From an optimization exercise on the open Yosys and OpenROAD flow, aimed at small area, a short achievable clock period and few clock cycles per item; shortcuts taken in it are not production practice.
No activity file was given, so power comes from the tool's default toggle rates.

Design mmacc_main, start of the top module:
module mmacc_main (
  input  wire logic        clk,
  input  wire logic        s_rst_n,
  input  wire logic        ld_en_i,
  input  wire logic [4:0]  ld_add_i,
  input  wire logic [15:0] ld_data_i,
  input  wire logic        cmd_avail_i,
  input  wire logic [1:0]  cmd_slot_i,
  input  wire logic [2:0]  cmd_rot_i,
  input  wire logic        res_avail_i,
  input  wire logic [15:0] res_i,
  output logic             cmd_enquiry_o,
  output logic             feed_vld_o,
  output logic [15:0]      feed_data_o,
  output logic             feed_sop_o,
  output logic             feed_eop_o,
  output logic             sxt_vld_o,
  output logic [15:0]      sxt_data_o,
  output logic             sxt_last_o,
  output logic [1:0]       sxt_slot_o,
  output logic             done_o,
  output logic [1:0]       done_slot_o,
  output logic [3:0]       error_o
);
Size in the first run: about 2,200 cells after synthesis, roughly 94 I/O pins, about 30,000 sq um of cells after synthesis.
make LEC_CHECK=0 CAP_MARGIN=20 CORE_MARGIN=2 CORE_UTILIZATION=40 SETUP_SLACK_MARGIN=2.5 SLEW_MARGIN=20 finish   # period 5.0 ns
run.sh (not shown) runs the stock make flow with config.mk's settings and CLKGATE_MAP_FILE= SYNTH_SCRIPT=/design/flow/synth_recipe.tcl, a recipe that flattens the netlist after the stock synthesis.
==> next run, changes <==
--- a/flow/design.v
+++ b/flow/design.v
@@ -128,38 +128,51 @@
     end else begin
       fr_j    <= fr_j + 3'd1;
       fr_last <= (fr_j == 3'd6);
       fr_idx  <= fr_idx + 3'd1;
       fr_neg  <= fr_neg & (fr_idx != 3'd7);
     end
   end
+  logic        fq_v, fq_sop, fq_eop, fq_neg;
+  logic [15:0] fq;
   always_ff @(posedge clk) begin
     if (!s_rst_n) begin
+      fq_v       <= 1'b0;
+      fq_sop     <= 1'b0;
+      fq_eop     <= 1'b0;
       feed_vld_o <= 1'b0;
       feed_sop_o <= 1'b0;
       feed_eop_o <= 1'b0;
     end else begin
-      feed_vld_o <= fr_v;
-      feed_sop_o <= fr_v & (fr_j == 3'd0);
-      feed_eop_o <= fr_v & fr_last;
+      fq_v       <= fr_v;
+      fq_sop     <= fr_v & (fr_j == 3'd0);
+      fq_eop     <= fr_v & fr_last;
+      feed_vld_o <= fq_v;
+      feed_sop_o <= fq_sop;
+      feed_eop_o <= fq_eop;
     end
   end
   always_ff @(posedge clk) begin
-    feed_data_o <= cneg(pf, fr_neg);
+    fq          <= pf;
+    fq_neg      <= fr_neg;
+    feed_data_o <= cneg(fq, fq_neg);
   end
   logic [5:0]  in_pos;               
   logic [15:0] a_q;
   logic        a_v;
   logic        r_v, r_adv;           
   logic [3:0]  pa_oh;
   logic [15:0] sum, nsum;
   logic [1:0]  in_slot;
   assign in_slot = t_slot[in_pos[4:3]];
   assign sum     = a_q + res_i;
-  assign nsum    = (-a_q) + ~res_i + 16'd1;
+  logic [15:0] ns_x, ns_c;
+  assign ns_x    = ~a_q ^ ~res_i ^ 16'd2;
+  assign ns_c    = (~a_q & ~res_i) | ((~a_q | ~res_i) & 16'd2);
+  assign nsum    = ns_x + {ns_c[14:0], 1'b0};
   logic [15:0] pa;
   always_comb begin
     pa = '0;
     for (int s = 0; s < 4; s++) pa = pa | (rd[s] & {16{pa_oh[s]}});
   end
   logic a_load;
   assign a_load = r_v & (r_adv ? res_avail_i : ~res_avail_i);
@@ -207,18 +220,27 @@
   logic [4:0]  wq_add;
   always_ff @(posedge clk) begin
     if (!s_rst_n) wq_v <= 1'b0;
     else          wq_v <= res_avail_i;
     if (res_avail_i) sum_q <= sum;
     wq_add <= {in_slot, in_pos[2:0]};
   end
+  logic        lq_v;
+  logic [4:0]  lq_add;
+  logic [15:0] lq_data;
+  always_ff @(posedge clk) begin
+    if (!s_rst_n) lq_v <= 1'b0;
+    else          lq_v <= ld_en_i;
+    lq_add  <= ld_add_i;
+    lq_data <= ld_data_i;
+  end
   logic [15:0] wbus;
   logic [31:0] we;
-  assign wbus = ld_en_i ? ld_data_i : sum_q;
-  assign we   = (ld_en_i ? oh32(ld_add_i[4:3], ld_add_i[2:0]) : 32'd0)
+  assign wbus = lq_v ? lq_data : sum_q;
+  assign we   = (lq_v ? oh32(lq_add[4:3], lq_add[2:0]) : 32'd0)
               | (wq_v ? oh32(wq_add[4:3], wq_add[2:0]) : 32'd0);
   always_ff @(posedge clk) begin
     for (int a = 0; a < 32; a++) begin
       if (we[a]) w[a] <= wbus;
     end
   end
   logic       x_b0, x_b1;
Effect: The new run passed the timing, DRC and antenna checks. Design area drops by 0.82%. Wire length climbs by 6.2%. Global-route usage climbs by 0.62 points. Power drops by 4.3%. Non-clock buffer count drops by 77. Cell count climbs by 2.6%. Combinational power drops by 24%. Setup slack is better by 280 ps.
Function was not checked in any run of this note: the RTL went through the layout flow alone.

## separate check: timing with driven ports
How much do the figures lean on ideal ports? The routed layouts below were timed once more, with nothing changed but the port constraints. Step 1, drivers: a clkbuf_16 drives clk and a buf_2 each remaining input, both assumed. Step 2 times the ports against the registers' clock, not the clock port: input delays grow and output delays shrink by t, the midpoint of the rising clock arrivals with the driver on. Slacks: ideal ports / drivers / drivers and shift; pairs: ideal ports / drivers.
run | t (ns) | setup slack, ns | worst data-port slew with drivers (ns) | cell pins on the clock port's net
the first run | 0.683 | 1.847 / 1.847 / 1.751 | 0.06 | 1
the second run | 0.702 | 2.125 / 2.125 / 1.651 | 0.06 | 1
After both steps every run listed still meets setup and hold. For the second run, which loses most, drivers alone change the setup slack by 0.000 ns; drivers and shift together by -0.474 ns.
